This is an optimization exercise on Yosys and OpenROAD, whose aim is small area, a short achievable clock period and few clock cycles per item, not a production implementation.
Function was checked by simulation only, so behaviour that the tests miss may differ from the original.
Power figures rest on the tool's default switching activity, not on a simulated workload.

the previous run:
==> flow/design.v <==
package me_pkg;
	localparam int NUM_CAND        = 16;
	localparam int BLOCK_PIXELS    = 256;
	localparam int BEATS_PER_BLOCK = BLOCK_PIXELS + NUM_CAND - 1;
	localparam int IN_CREDITS  = 4;
	localparam int OUT_CREDITS = 2;
	localparam int IN_CNT_W  = $clog2(IN_CREDITS + 1);
	localparam int OUT_CNT_W = $clog2(OUT_CREDITS + 1);
	typedef logic [7:0] pixel_t;
	typedef logic [15:0] sad_t;
	typedef logic [3:0] mv_t;
	typedef logic [8:0] beat_t;
endpackage
`timescale 1ns/1ps
module pixel_feeder (
	input  logic           clk,
	input  logic           arst_n,
	input  logic           in_valid,
	input  me_pkg::pixel_t c_pix,
	input  me_pkg::pixel_t p_pix,
	output logic           in_credit,
	input  logic           res_pend,
	output logic           step,
	output me_pkg::pixel_t c,
	output me_pkg::pixel_t pn,
	output me_pkg::beat_t  beat,
	output logic           beat_lo,
	output logic           beat_hi
);
	logic [me_pkg::IN_CREDITS-1:0] owed;
	logic                          grant;
	always_ff @(posedge clk) begin
		c <= c_pix;
		pn <= ~p_pix;
	end
	always_ff @(posedge clk or negedge arst_n) begin
		if (!arst_n) begin
			step <= 1'b0;
		end else begin
			step <= in_valid;
		end
	end
	me_pkg::beat_t beat_nx;
	assign beat_nx = (beat == me_pkg::beat_t'(me_pkg::BEATS_PER_BLOCK - 1)) ? '0 : beat + 1'b1;
	always_ff @(posedge clk or negedge arst_n) begin
		if (!arst_n) begin
			beat    <= '0;
			beat_lo <= 1'b1;
			beat_hi <= 1'b0;
		end else if (step) begin
			beat    <= beat_nx;
			beat_lo <= (beat_nx < me_pkg::beat_t'(me_pkg::NUM_CAND));
			beat_hi <= (beat_nx >= me_pkg::beat_t'(me_pkg::BLOCK_PIXELS));
		end
	end
	assign grant = owed[0] && !(res_pend &&
		(beat >= me_pkg::beat_t'(me_pkg::BLOCK_PIXELS - 7)) &&
		(beat <= me_pkg::beat_t'(me_pkg::BLOCK_PIXELS - 1)));
	always_ff @(posedge clk or negedge arst_n) begin
		if (!arst_n) begin
			owed      <= '0;
			in_credit <= 1'b0;
		end else begin
			if (in_valid && !grant) begin
				owed <= {owed[me_pkg::IN_CREDITS-2:0], 1'b1};
			end else if (!in_valid && grant) begin
				owed <= {1'b0, owed[me_pkg::IN_CREDITS-1:1]};
			end
			in_credit <= grant;
		end
	end
endmodule
`timescale 1ns/1ps
module sad_pe (
	input  logic           clk,
	input  logic           arst_n,
	input  logic           step,
	input  logic           en,
	input  me_pkg::pixel_t c_in,
	input  logic [3:0]     c_nx_hi,
	input  me_pkg::pixel_t pn,
	input  logic [3:0]     pn_hi_d,
	input  logic           clr,
	output me_pkg::pixel_t c_out,
	output me_pkg::sad_t   sad
);
	always_ff @(posedge clk) begin
		if (step) begin
			c_out <= c_in;
		end
	end
	logic [4:0] ac;
	logic [3:0] xl;
	logic [4:0] gc;
	logic       hp;
	logic       gt;
	assign ac[0] = 1'b0;
	for (genvar i = 0; i < 4; i++) begin : g_a
		assign xl[i]   = c_in[i] ^ pn[i] ^ ac[i];
		assign ac[i+1] = (c_in[i] & pn[i]) | (ac[i] & (c_in[i] ^ pn[i]));
	end
	assign gc[0] = 1'b0;
	for (genvar i = 4; i < 8; i++) begin : g_g
		assign gc[i-3] = (c_in[i] & pn[i]) | (gc[i-4] & (c_in[i] ^ pn[i]));
	end
	assign hp = ((c_in[7:4] ^ pn[7:4]) == 4'hf);
	assign gt = gc[4] | (hp & ac[4]);
	logic [3:0] xl_r;
	logic       k_r;
	logic       gt_r;
	logic       en_r;
	always_ff @(posedge clk) begin
		xl_r <= xl | {4{~en}};
		k_r  <= ac[4];
		gt_r <= gt & en;
	end
	always_ff @(posedge clk or negedge arst_n) begin
		if (!arst_n) begin
			en_r <= 1'b0;
		end else begin
			en_r <= en;
		end
	end
	logic [4:0] bc;
	logic [3:0] xh;
	logic [3:0] dl;
	logic [4:0] lc;
	logic [3:0] s0;
	logic [3:0] dh_r;
	logic       cy4_r;
	assign bc[0] = k_r;
	for (genvar i = 0; i < 4; i++) begin : g_b
		assign xh[i]   = c_nx_hi[i] ^ pn_hi_d[i] ^ bc[i];
		assign bc[i+1] = (c_nx_hi[i] & pn_hi_d[i]) | (bc[i] & (c_nx_hi[i] ^ pn_hi_d[i]));
	end
	assign dl    = xl_r ^ {4{~gt_r}};
	assign lc[0] = gt_r;
	for (genvar i = 0; i < 4; i++) begin : g_s0
		assign s0[i]   = sad[i] ^ dl[i] ^ lc[i];
		assign lc[i+1] = (sad[i] & dl[i]) | (lc[i] & (sad[i] ^ dl[i]));
	end
	logic dh1;
	logic dh0;
	assign dh1 = en_r & gt_r;
	assign dh0 = en_r & ~gt_r;
	always_ff @(posedge clk) begin
		for (int i = 0; i < 4; i++) begin
			dh_r[i] <= xh[i] ? dh1 : dh0;
		end
		cy4_r <= lc[4];
	end
	logic [4:0] mc;
	logic [3:0] s1;
	logic       cy8_r;
	assign mc[0] = cy4_r;
	for (genvar i = 0; i < 4; i++) begin : g_s1
		assign s1[i]   = sad[i+4] ^ dh_r[i] ^ mc[i];
		assign mc[i+1] = (sad[i+4] & dh_r[i]) | (mc[i] & (sad[i+4] ^ dh_r[i]));
	end
	always_ff @(posedge clk) begin
		cy8_r <= mc[4];
	end
	logic [7:0] s2;
	assign s2 = sad[15:8] + {7'd0, cy8_r};
	always_ff @(posedge clk) begin
		sad <= clr ? '0 : {s2, s1, s0};
	end
endmodule
`timescale 1ns/1ps
module best_match (
	input  logic           clk,
	input  logic           arst_n,
	input  logic           fin,
	input  logic [me_pkg::NUM_CAND-1:0][15:0] sads,
	output logic [me_pkg::NUM_CAND-1:0] rd,
	output logic           res_pend,
	output logic           out_valid,
	output me_pkg::mv_t    mv,
	output me_pkg::sad_t   sad,
	input  logic           out_credit
);
	logic [3:0]                   fin_d;
	me_pkg::mv_t                  ridx;
	logic                         cmp;
	me_pkg::sad_t                 cand_r;
	me_pkg::mv_t                  cidx;
	logic [me_pkg::OUT_CNT_W-1:0] credits;
	logic                         send;
	always_ff @(posedge clk or negedge arst_n) begin
		if (!arst_n) begin
			fin_d <= '0;
			ridx  <= '0;
			cmp   <= 1'b0;
		end else begin
			fin_d <= {fin_d[2:0], fin};
			cmp   <= fin_d[3];
			if (fin_d[3]) begin
				ridx <= ridx + 1'b1;
			end
		end
	end
	for (genvar d = 0; d < me_pkg::NUM_CAND; d++) begin : g_rd
		assign rd[d] = fin_d[3] && (ridx == me_pkg::mv_t'(d));
	end
	always_ff @(posedge clk) begin
		cand_r <= sads[ridx];
	end
	assign cidx = ridx - 1'b1;
	assign send = res_pend && (credits != '0);
	always_ff @(posedge clk) begin
		if (cmp && ((cidx == '0) || (cand_r < sad))) begin
			sad <= cand_r;
			mv  <= cidx;
		end
	end
	always_ff @(posedge clk or negedge arst_n) begin
		if (!arst_n) begin
			res_pend  <= 1'b0;
			out_valid <= 1'b0;
			credits   <= me_pkg::OUT_CNT_W'(me_pkg::OUT_CREDITS);
		end else begin
			if (cmp && (cidx == me_pkg::mv_t'(me_pkg::NUM_CAND - 1))) begin
				res_pend <= 1'b1;
			end else if (send) begin
				res_pend <= 1'b0;
			end
			out_valid <= send;
			credits   <= credits + me_pkg::OUT_CNT_W'(out_credit) - me_pkg::OUT_CNT_W'(send);
		end
	end
endmodule
`timescale 1ns/1ps
module mv_search_top (
	input  logic           clk,
	input  logic           arst_n,
	input  logic           in_valid,
	input  me_pkg::pixel_t c_pix,
	input  me_pkg::pixel_t p_pix,
	output logic           in_credit,
	output logic           out_valid,
	output me_pkg::mv_t    mv,
	output me_pkg::sad_t   sad,
	input  logic           out_credit
);
	logic           step;
	me_pkg::pixel_t pn;
	logic [3:0]     pn_hi_d;
	me_pkg::beat_t  beat;
	logic           beat_lo;
	logic           beat_hi;
	logic           res_pend;
	logic           fin;
	logic [1:0]     rst_q;
	logic           clr_all;
	me_pkg::pixel_t                    c_chain [me_pkg::NUM_CAND+1];
	logic [me_pkg::NUM_CAND-1:0][15:0] sads;
	logic [me_pkg::NUM_CAND-1:0]       en;
	logic [me_pkg::NUM_CAND-1:0]       rd;
	pixel_feeder u_feeder (
		.clk       (clk),
		.arst_n    (arst_n),
		.in_valid  (in_valid),
		.c_pix     (c_pix),
		.p_pix     (p_pix),
		.in_credit (in_credit),
		.res_pend  (res_pend),
		.step      (step),
		.c         (c_chain[0]),
		.pn        (pn),
		.beat      (beat),
		.beat_lo   (beat_lo),
		.beat_hi   (beat_hi)
	);
	always_ff @(posedge clk) begin
		pn_hi_d <= pn[7:4];
	end
	always_ff @(posedge clk or negedge arst_n) begin
		if (!arst_n) begin
			rst_q <= 2'b11;
		end else begin
			rst_q <= {rst_q[0], 1'b0};
		end
	end
	assign clr_all = rst_q[1];
	for (genvar d = 0; d < me_pkg::NUM_CAND; d++) begin : g_en
		assign en[d] = step &&
			!(beat_lo && (beat[3:0] < 4'(d))) &&
			!(beat_hi && (beat[3:0] >= 4'(d)));
	end
	assign fin = step && (beat_hi || (beat == me_pkg::beat_t'(me_pkg::BLOCK_PIXELS - 1)));
	for (genvar d = 0; d < me_pkg::NUM_CAND; d++) begin : g_pe
		sad_pe u_pe (
			.clk     (clk),
			.arst_n  (arst_n),
			.step    (step),
			.en      (en[d]),
			.c_in    (c_chain[d]),
			.c_nx_hi (c_chain[d+1][7:4]),
			.pn      (pn),
			.pn_hi_d (pn_hi_d),
			.clr     (clr_all || rd[d]),
			.c_out   (c_chain[d+1]),
			.sad     (sads[d])
		);
	end
	best_match u_drain (
		.clk        (clk),
		.arst_n     (arst_n),
		.fin        (fin),
		.sads       (sads),
		.rd         (rd),
		.res_pend   (res_pend),
		.out_valid  (out_valid),
		.mv         (mv),
		.sad        (sad),
		.out_credit (out_credit)
	);
endmodule
==> flow/config.mk <==
export PLATFORM = sky130hd
export DESIGN_NAME = mv_search_top
export DESIGN_NICKNAME = mv_search_top
export VERILOG_FILES = /design/flow/design.v
export SDC_FILE = /design/flow/constraint.sdc
export NUM_CORES = 4
export LEC_CHECK = 0
export CAP_MARGIN = 20
export CORE_MARGIN = 2
export CORE_UTILIZATION = 40
export CTS_CLUSTER_DIAMETER = 100
export CTS_CLUSTER_SIZE = 24
export SETUP_SLACK_MARGIN = 3.2
export SLEW_MARGIN = 20
==> flow/constraint.sdc <==
create_clock -name core_clock -period 5.5 [get_ports {clk}]
set_input_delay 1.1000 -clock core_clock [delete_from_list [all_inputs] [get_ports {clk}]]
set_output_delay 1.1000 -clock core_clock [all_outputs]
set_load 0.01 [all_outputs]
run.sh (not shown) runs the stock make flow with config.mk's settings and CLKGATE_MAP_FILE= SYNTH_SCRIPT=/design/flow/synth_recipe.tcl, a recipe that flattens the netlist after the stock synthesis.
Testbench counts of the previous run, summed over its fixed seeds: cycles 52,096, items 192.
What the current run does differently from the previous run at the input level:
--- a/flow/design.v
+++ b/flow/design.v
@@ -24,7 +24,5 @@
 	output me_pkg::pixel_t c,
 	output me_pkg::pixel_t pn,
-	output me_pkg::beat_t  beat,
-	output logic           beat_lo,
-	output logic           beat_hi
+	output me_pkg::beat_t  beat
 );
 	logic [me_pkg::IN_CREDITS-1:0] owed;
@@ -41,15 +39,9 @@
 		end
 	end
-	me_pkg::beat_t beat_nx;
-	assign beat_nx = (beat == me_pkg::beat_t'(me_pkg::BEATS_PER_BLOCK - 1)) ? '0 : beat + 1'b1;
 	always_ff @(posedge clk or negedge arst_n) begin
 		if (!arst_n) begin
-			beat    <= '0;
-			beat_lo <= 1'b1;
-			beat_hi <= 1'b0;
+			beat <= '0;
 		end else if (step) begin
-			beat    <= beat_nx;
-			beat_lo <= (beat_nx < me_pkg::beat_t'(me_pkg::NUM_CAND));
-			beat_hi <= (beat_nx >= me_pkg::beat_t'(me_pkg::BLOCK_PIXELS));
+			beat <= (beat == me_pkg::beat_t'(me_pkg::BEATS_PER_BLOCK - 1)) ? '0 : beat + 1'b1;
 		end
 	end
@@ -140,12 +132,6 @@
 		assign lc[i+1] = (sad[i] & dl[i]) | (lc[i] & (sad[i] ^ dl[i]));
 	end
-	logic dh1;
-	logic dh0;
-	assign dh1 = en_r & gt_r;
-	assign dh0 = en_r & ~gt_r;
 	always_ff @(posedge clk) begin
-		for (int i = 0; i < 4; i++) begin
-			dh_r[i] <= xh[i] ? dh1 : dh0;
-		end
+		dh_r  <= en_r ? (xh ^ {4{~gt_r}}) : 4'd0;
 		cy4_r <= lc[4];
 	end
@@ -247,6 +233,4 @@
 	logic [3:0]     pn_hi_d;
 	me_pkg::beat_t  beat;
-	logic           beat_lo;
-	logic           beat_hi;
 	logic           res_pend;
 	logic           fin;
@@ -268,7 +252,5 @@
 		.c         (c_chain[0]),
 		.pn        (pn),
-		.beat      (beat),
-		.beat_lo   (beat_lo),
-		.beat_hi   (beat_hi)
+		.beat      (beat)
 	);
 	always_ff @(posedge clk) begin
@@ -284,9 +266,8 @@
 	assign clr_all = rst_q[1];
 	for (genvar d = 0; d < me_pkg::NUM_CAND; d++) begin : g_en
-		assign en[d] = step &&
-			!(beat_lo && (beat[3:0] < 4'(d))) &&
-			!(beat_hi && (beat[3:0] >= 4'(d)));
+		assign en[d] = step && (beat >= me_pkg::beat_t'(d)) &&
+			(beat <= me_pkg::beat_t'(me_pkg::BLOCK_PIXELS - 1 + d));
 	end
-	assign fin = step && (beat_hi || (beat == me_pkg::beat_t'(me_pkg::BLOCK_PIXELS - 1)));
+	assign fin = step && (beat >= me_pkg::beat_t'(me_pkg::BLOCK_PIXELS - 1));
 	for (genvar d = 0; d < me_pkg::NUM_CAND; d++) begin : g_pe
 		sad_pe u_pe (
Notes after the runs:
- There was hardly any difference in fraction of registers with async set/reset between the current run and the previous run.
- Well tap count: the current run vs the previous run up 10
- In the current run, clock group share of total power is lower than in the previous run.
- On design area: between the previous run and the current run, it ends up lower for the previous run.
- Compare the previous run and the current run | part of the total power dissipated in combinational logic higher: the current run
Testbench counts of the current run, summed over its fixed seeds: cycles 52,096, items 192.

[what the ideal ports hide]
Ports are ideal in the flow. The routed layouts listed here were re-timed in OpenROAD.
Step 1, drivers: a clkbuf_16 drives clk and a buf_2 each remaining input, both assumed.
Step 2, shift: input delay + t, output delay - t, t = (earliest + latest rising clock arrival at the registers) / 2. This alone moves slack from input paths to output paths.
Three values: ideal, step 1, step 2; two values: the first two.
run | t (ns) | setup slack, ns | worst hold slack (ns) | worst register clock-pin slew, ns | worst data-port slew with drivers (ns)
the previous run | 0.633 | 3.224 / 3.164 / 3.206 | 0.356 / 0.356 / 0.356 | 0.11 / 0.11 | 0.04
the current run | 0.631 | 3.113 / 3.052 / 3.151 | 0.337 / 0.337 / 0.337 | 0.10 / 0.10 | 0.04
After both steps setup and hold are still met in every run listed. The setup slack of the previous run, which loses most, moves by -0.060 ns with the drivers and by -0.018 ns with both steps.
